This design comes from an exercise in tuning for small area on the open sky130 flow, not from production work. Function was checked by simulation only, so behaviour that the tests miss may differ from the original. Power and IR drop assume default switching activity.

--- design/flow/design.v ---
package memory_map_pkg;
  localparam int unsigned DATA_W     = 8;
  localparam int unsigned ADDR_W     = 8;
  localparam int unsigned NUM_PORTS  = 4;
  localparam int unsigned PORT_BUS_W = NUM_PORTS * DATA_W;
  localparam int unsigned PROG_DEPTH = 128;
  localparam int unsigned RAM_DEPTH  = 96;
  localparam int unsigned MEM_IDX_W  = 7;
  localparam int unsigned PORT_IDX_W = 2;
  localparam logic [ADDR_W-1:0] PROG_BASE  = 8'h00;
  localparam logic [ADDR_W-1:0] PROG_LIMIT = 8'h7F;
  localparam logic [ADDR_W-1:0] RAM_BASE   = 8'h80;
  localparam logic [ADDR_W-1:0] RAM_LIMIT  = 8'hDF;
  localparam logic [ADDR_W-1:0] OUT_BASE   = 8'hE0;
  localparam logic [ADDR_W-1:0] OUT_LIMIT  = 8'hE3;
  localparam logic [ADDR_W-1:0] IN_BASE    = 8'hF0;
  localparam logic [ADDR_W-1:0] IN_LIMIT   = 8'hF3;
  localparam logic [MEM_IDX_W-1:0] LOAD_CNT_MAX = 7'h7F;
  typedef enum logic [1:0] {
    S_LOAD    = 2'd0,
    S_RELEASE = 2'd1,
    S_RUN     = 2'd2
  } load_state_t;
endpackage
module sync_2ff #(
  parameter int unsigned WIDTH = 1
) (
  input  logic             clk,
  input  logic             reset,
  input  logic [WIDTH-1:0] i_d,
  output logic [WIDTH-1:0] o_q
);
  logic [WIDTH-1:0] r_meta;
  logic [WIDTH-1:0] r_sync;
  always_ff @(posedge clk) begin
    if (reset) begin
      r_meta <= '0;
      r_sync <= '0;
    end else begin
      r_meta <= i_d;
      r_sync <= r_meta;
    end
  end
  assign o_q = r_sync;
endmodule
module memory_system #(
  parameter bit BOOT_LOAD = 1'b1
) (
  input  logic                  clk,
  input  logic                  reset,
  input  logic [memory_map_pkg::ADDR_W-1:0]     address,
  input  logic [memory_map_pkg::DATA_W-1:0]     to_memory,
  input  logic                  write,
  output logic [memory_map_pkg::DATA_W-1:0]     from_memory,
  output logic                  cpu_reset,
  input  logic                  load_valid,
  input  logic [memory_map_pkg::DATA_W-1:0]     load_data,
  input  logic                  load_last,
  output logic                  load_ready,
  input  logic [memory_map_pkg::PORT_BUS_W-1:0] port_in,
  output logic [memory_map_pkg::PORT_BUS_W-1:0] port_out
);
  memory_map_pkg::load_state_t r_state;
  memory_map_pkg::load_state_t w_next_state;
  logic [memory_map_pkg::DATA_W-1:0]     r_prog [memory_map_pkg::PROG_DEPTH];
  logic [memory_map_pkg::DATA_W-1:0]     r_ram  [memory_map_pkg::RAM_DEPTH];
  logic [memory_map_pkg::MEM_IDX_W-1:0]  r_load_cnt;
  logic [memory_map_pkg::DATA_W-1:0]     r_from_memory;
  logic [memory_map_pkg::PORT_BUS_W-1:0] r_port_out;
  logic                  r_cpu_reset;
  logic                  r_load_ready;
  logic [memory_map_pkg::PORT_BUS_W-1:0] w_port_sync;
  logic                  w_load_fire;
  logic                  w_is_prog;
  logic                  w_is_ram;
  logic                  w_is_out;
  logic                  w_is_in;
  logic [memory_map_pkg::MEM_IDX_W-1:0]  w_prog_idx;
  logic [memory_map_pkg::MEM_IDX_W-1:0]  w_ram_idx;
  logic [memory_map_pkg::PORT_IDX_W-1:0] w_out_idx;
  logic [memory_map_pkg::PORT_IDX_W-1:0] w_in_idx;
  logic [memory_map_pkg::DATA_W-1:0]     w_rd_data;
  logic                  w_cpu_wr;
  logic                  w_wr_ram;
  logic                  w_wr_out;
  sync_2ff #(
    .WIDTH (memory_map_pkg::PORT_BUS_W)
  ) u_port_in_sync (
    .clk   (clk),
    .reset (reset),
    .i_d   (port_in),
    .o_q   (w_port_sync)
  );
  always_comb begin
    w_is_prog  = (address <= memory_map_pkg::PROG_LIMIT);
    w_is_ram   = (address >= memory_map_pkg::RAM_BASE) && (address <= memory_map_pkg::RAM_LIMIT);
    w_is_out   = (address >= memory_map_pkg::OUT_BASE) && (address <= memory_map_pkg::OUT_LIMIT);
    w_is_in    = (address >= memory_map_pkg::IN_BASE)  && (address <= memory_map_pkg::IN_LIMIT);
    w_prog_idx = memory_map_pkg::MEM_IDX_W'(address - memory_map_pkg::PROG_BASE);
    w_ram_idx  = memory_map_pkg::MEM_IDX_W'(address - memory_map_pkg::RAM_BASE);
    w_out_idx  = memory_map_pkg::PORT_IDX_W'(address - memory_map_pkg::OUT_BASE);
    w_in_idx   = memory_map_pkg::PORT_IDX_W'(address - memory_map_pkg::IN_BASE);
    w_rd_data  = '0;
    if (w_is_prog) begin
      w_rd_data = r_prog[w_prog_idx];
    end else if (w_is_ram) begin
      w_rd_data = r_ram[w_ram_idx];
    end else if (w_is_out) begin
      w_rd_data = r_port_out[{w_out_idx, 3'b000} +: memory_map_pkg::DATA_W];
    end else if (w_is_in) begin
      w_rd_data = w_port_sync[{w_in_idx, 3'b000} +: memory_map_pkg::DATA_W];
    end
  end
  assign w_cpu_wr = write && (r_state == memory_map_pkg::S_RUN) && !reset;
  assign w_wr_ram = w_cpu_wr && w_is_ram;
  assign w_wr_out = w_cpu_wr && w_is_out;
  always_ff @(posedge clk) begin
    if (reset) begin
      r_state <= BOOT_LOAD ? memory_map_pkg::S_LOAD : memory_map_pkg::S_RELEASE;
    end else begin
      r_state <= w_next_state;
    end
  end
  always_comb begin
    w_next_state = r_state;
    w_load_fire  = 1'b0;
    case (r_state)
      memory_map_pkg::S_LOAD: begin
        w_load_fire = load_valid;
        if (load_valid && (load_last || (r_load_cnt == memory_map_pkg::LOAD_CNT_MAX))) begin
          w_next_state = memory_map_pkg::S_RELEASE;
        end
      end
      memory_map_pkg::S_RELEASE: w_next_state = memory_map_pkg::S_RUN;
      memory_map_pkg::S_RUN:     w_next_state = memory_map_pkg::S_RUN;
      default:   w_next_state = memory_map_pkg::S_RUN;
    endcase
  end
  always_ff @(posedge clk) begin
    if (reset) begin
      r_cpu_reset  <= 1'b1;
      r_load_ready <= BOOT_LOAD;
    end else begin
      r_cpu_reset  <= (w_next_state != memory_map_pkg::S_RUN);
      r_load_ready <= (w_next_state == memory_map_pkg::S_LOAD);
    end
  end
  always_ff @(posedge clk) begin
    if (reset) begin
      r_load_cnt <= '0;
    end else if (w_load_fire && (r_load_cnt != memory_map_pkg::LOAD_CNT_MAX)) begin
      r_load_cnt <= r_load_cnt + memory_map_pkg::MEM_IDX_W'(1);
    end
  end
  always_ff @(posedge clk) begin
    if (w_load_fire && !reset) begin
      r_prog[r_load_cnt] <= load_data;
    end
    if (w_wr_ram) begin
      r_ram[w_ram_idx] <= to_memory;
    end
  end
  always_ff @(posedge clk) begin
    if (reset) begin
      r_port_out <= '0;
    end else if (w_wr_out) begin
      r_port_out[{w_out_idx, 3'b000} +: memory_map_pkg::DATA_W] <= to_memory;
    end
  end
  always_ff @(posedge clk) begin
    if (reset || (r_state != memory_map_pkg::S_RUN)) begin
      r_from_memory <= '0;
    end else if (write && (w_is_ram || w_is_out)) begin
      r_from_memory <= to_memory;
    end else begin
      r_from_memory <= w_rd_data;
    end
  end
  assign from_memory = r_from_memory;
  assign port_out    = r_port_out;
  assign cpu_reset   = r_cpu_reset;
  assign load_ready  = r_load_ready;
endmodule
--- design/flow/run.sh ---
#!/bin/bash
# synth_recipe.tcl (not shown) runs the flow's synth.tcl, then flattens the netlist and writes it again
# the make line also repeats each setting of config.mk as NAME=value (left out here)
make -C /OpenROAD-flow-scripts/flow DESIGN_CONFIG=/design/flow/config.mk WORK_HOME=/design/flow/orfs CLKGATE_MAP_FILE= SYNTH_SCRIPT=/design/flow/synth_recipe.tcl finish
--- design/flow/config.mk ---
export PLATFORM = sky130hd
export DESIGN_NAME = memory_system
export DESIGN_NICKNAME = memory_system
export VERILOG_FILES = /design/flow/design.v
export SDC_FILE = /design/flow/constraint.sdc
export NUM_CORES = 4
export LEC_CHECK = 0
export CAP_MARGIN = 20
export CORE_MARGIN = 2
export CORE_UTILIZATION = 40
export SLEW_MARGIN = 20
--- design/flow/constraint.sdc ---
create_clock -name core_clock -period 5.0 [get_ports {clk}]
set_input_delay 1.0000 -clock core_clock [delete_from_list [all_inputs] [get_ports {clk}]]
set_output_delay 1.0000 -clock core_clock [all_outputs]
set_load 0.01 [all_outputs]
==> qor.csv <==
metric;value;unit
end_kind;register;
max_stage_delay;1.14;ns
synth_compound_area_share;7.48;%
antenna_found_initial;5;
fmax;251;MHz
period_share;79.5;%
setup-violations-final;0;
min_path_type;in -> reg;
hold_buffers;0;
regArea;0.0561;mm^2
yosys-top-cells-area;edfxtp_1 72%, mux4_2 5.3%, dfxtp_1 3.1%, mux2i_1 2.5%, nor2_1 2.0%;
num_rows;158;
reg2regPathDepth;5;
stdcell_count;7281;
r2r_slack;1.62;ns
first_global_vias;41900;
grt_pass1_wl;321000;um
seq_area_frac_synth;75.4;%
min_path_cells;2;
final_cell_mix;1792 x edfxtp_1, 386 x nor2_1, 371 x buf_4;
place_hpwl;144000;um
highest_layer;met5;
holdWs;0.427;ns
ys.flop_type;edfxtp_1;
p_per_area;386;mW/mm^2
holdPathEnd;r_load_cnt[2];
grt_overflow;0;
final_common_cell;edfxtp_1;
slew_viol_final;0;
htreeDepth;4;
finalHoldViolations;0;
synth_cell_types;83;
tritoncts;yes;
crit_fanout;45;
ys_seq_elements;1907;
fp.dieH;435;um
grt_max_degree;97;
yosysWarnings;2;
wl_met2;104000;um
max_slew_margin;15.3;%
cts_made_buffers;183;
irDropWorstVdd;303;uV
holdCritStartpoint;reset;
crit_chain;buf_8, buf_12, buf_4, mux2_2, a221oi_1, a21oi_1, o21ai_0, a31oi_1, o41ai_1, a31oi_1;
ant_nets;0;
dp_cells;6940;
cap_violations;0;
tns;0;ns
utilization;46.4;%
crit_arrival;4.65;ns
cp_top_family;compound AO/OA/AOI/OAI gates;
cts_sinks;1907;
final_net_count;4712;
status;no timing/DRC/antenna violations;
skew;0.0388;ns
synthArstFlopShare;0;%
worst_pin_slew;1.25;ns
synth_top_area_share;72.3;%
crit_buf_inv;3;
period_minus_slack;3.98;ns
wl_met1;90800;um
worstSkewPairLatency;0.85;ns
drive_gt1_share;20.6;%
viasPerCell;5.97;
drc_errors;0;
clockBufferDepth;3;
yosys.area_share.simple;4.58;%
syn_to_final_growth;15.4;%
synthXorXnorAreaFrac;0.0589;%
worstSetupPathType;in -> reg;
power.leakage;0.0277;uW
syn-num-nets;4334;
cp-start-kind;input port;
synth_top_family_by_area;multiplexers;
critPathMostFrequentCell;a31oi_1;
synth-edff-count;1792;
path_clk_slew;0.06;ns
rsz0062_at_grt;false;
avgRoutedWirePerCell;31.4;um
cpMaxStageDelayCell;o41ai_1;
met3_wirelength;23900;um
vias;43500;
required;5.67;ns
place_congestion;0.931;
dr.first_iter.drc_count;6120;
synth_mux_area_share;10.1;%
r2r_end;r_ram[61][1];
numPortBuffers;102;
post-synth-top-area-cell;edfxtp_1;
power;33100;uW
ioPinCount;103;
fp.dieArea;0.189;mm^2
multi_input_area;0.0166;mm^2
post_cts_buffers;0;
start_util;40.2;%
routed_wl;228000;um
cts_root_buf;clkbuf_16;
synth_area_per_cell;17.4;um^2
dr.pass1.iters;6;
core_area;0.185;mm^2
r2r-start;r_state[0];
synthAdderAreaFrac;0.101;%
grt_use_total;23.6;%
fillers;15800;
cts_resized;0;
syn_inst;4267;
syn-cell-area;0.0744;mm^2
die_w;435;um
[worst reg2reg max path, delay by kind of cell, from the launching register on]
kind          cells  cell delay (ns)
flops             1             0.31
simple gates      5             2.68
[routing by layer]
layer  up-vias  global-route usage (%)
met2      2586                    35.8
met4         8                    9.54
met3       500                    5.46
li1      17900                       -
met5         -                       0
met1     22500                    33.0
[Yosys cell counts (all sizes together), types with 24 or more instances]
master / n
edfxtp: 1792
buf: 190
mux2: 121
a22o: 24
nand3: 38
a221o: 35
o211ai: 28
a31oi: 35
clkbuf: 93
nor2: 390
nand2: 187
dfxtp: 115
o21ai: 116
mux2i: 188
a22oi: 94
nor2b: 77
a221oi: 157
a21oi: 165
mux4: 187
[power breakdown]
part           internal [uW]  switching (uW)  leakage (uW)
combinational            579            1360       0.00777
sequential             17500            16.8        0.0170
clock                   7720            5970       0.00289
total                  25800            7340        0.0277
[sequential cells by signal, summed over array words and instances (netlist names)]
register / cells
r_load_ready: 1
r_prog: 1024
u_port_in_sync.r_meta: 32
r_state: 2
r_load_cnt: 7
r_from_memory: 8
r_ram: 768
r_cpu_reset: 1
u_port_in_sync.r_sync: 32
r_port_out: 32
[kinds of logic after synthesis]
logic type	Yosys count
and+or+nand+nor	773
xor gates and xnor gates	5
DFF	1907
AOI/OAI and AO/OA	787
buffers and inverters	293
adders and majority gates	6
muxes	496
[layout make-up]
type                       count  share of cell area (%)
antenna                        3                 0.00875
clock buffer                 216                    5.63
clock inverter               122                    1.21
inverter                       9                  0.0452
multi-input combinational   2067                    19.4
sequential                  1907                    65.4
tap                         2480                    3.61
timing repair buffer         477                    4.74
[worst max-delay path by stage]
stage	slack, ns	to	start	depth (start not counted)
3_5_place_dp	0.36	r_from_memory[6]	address[0]	9
2_1_floorplan	1.72	r_port_out[5]	address[0]	12
4_1_cts	1.25	r_from_memory[6]	address[0]	9
6_report	1.02	r_from_memory[6]	address[2]	10
3_3_place_gp	0.33	r_from_memory[6]	address[1]	9
5_1_grt	1.11	r_from_memory[6]	address[2]	10
[per-stage QoR]
| stage | setup WS [ns] | cell area (um^2) |
|---|---|---|
| floorplan | 1.72 | 74400 |
| global placement | 0.331 | 80000 |
| detailed placement | 0.357 | 80000 |
| CTS | 1.25 | 85800 |
| global route | 1.11 | 85800 |
| finish | 1.02 | 85800 |

==> what the ideal ports hide <==
The flow's constraints put no driver on any port. The routed layout listed below was extracted and timed again, unchanged, in two steps.
Step 1 assumes that a clkbuf_16 drives the clock port and a buf_2 every other input.
Step 2 moves the port delays by t, midway between the first and last clock arrival at a register: inputs arrive t later, outputs are due t later. That takes back most of the time a late clock gives input paths.
a / b / c = no drivers / after step 1 / after step 2; a / b = the first two.
shift t [ns]: 0.910
slack for setup (ns): 1.023 / 1.052 / 0.142
worst hold slack (ns): 0.427 / 0.379 / 0.435
worst slew at a driven data input, ns: 0.13
After both steps setup and hold are still met in this run. The setup slack of this run moves by +0.029 ns with the drivers and by -0.881 ns with both steps.
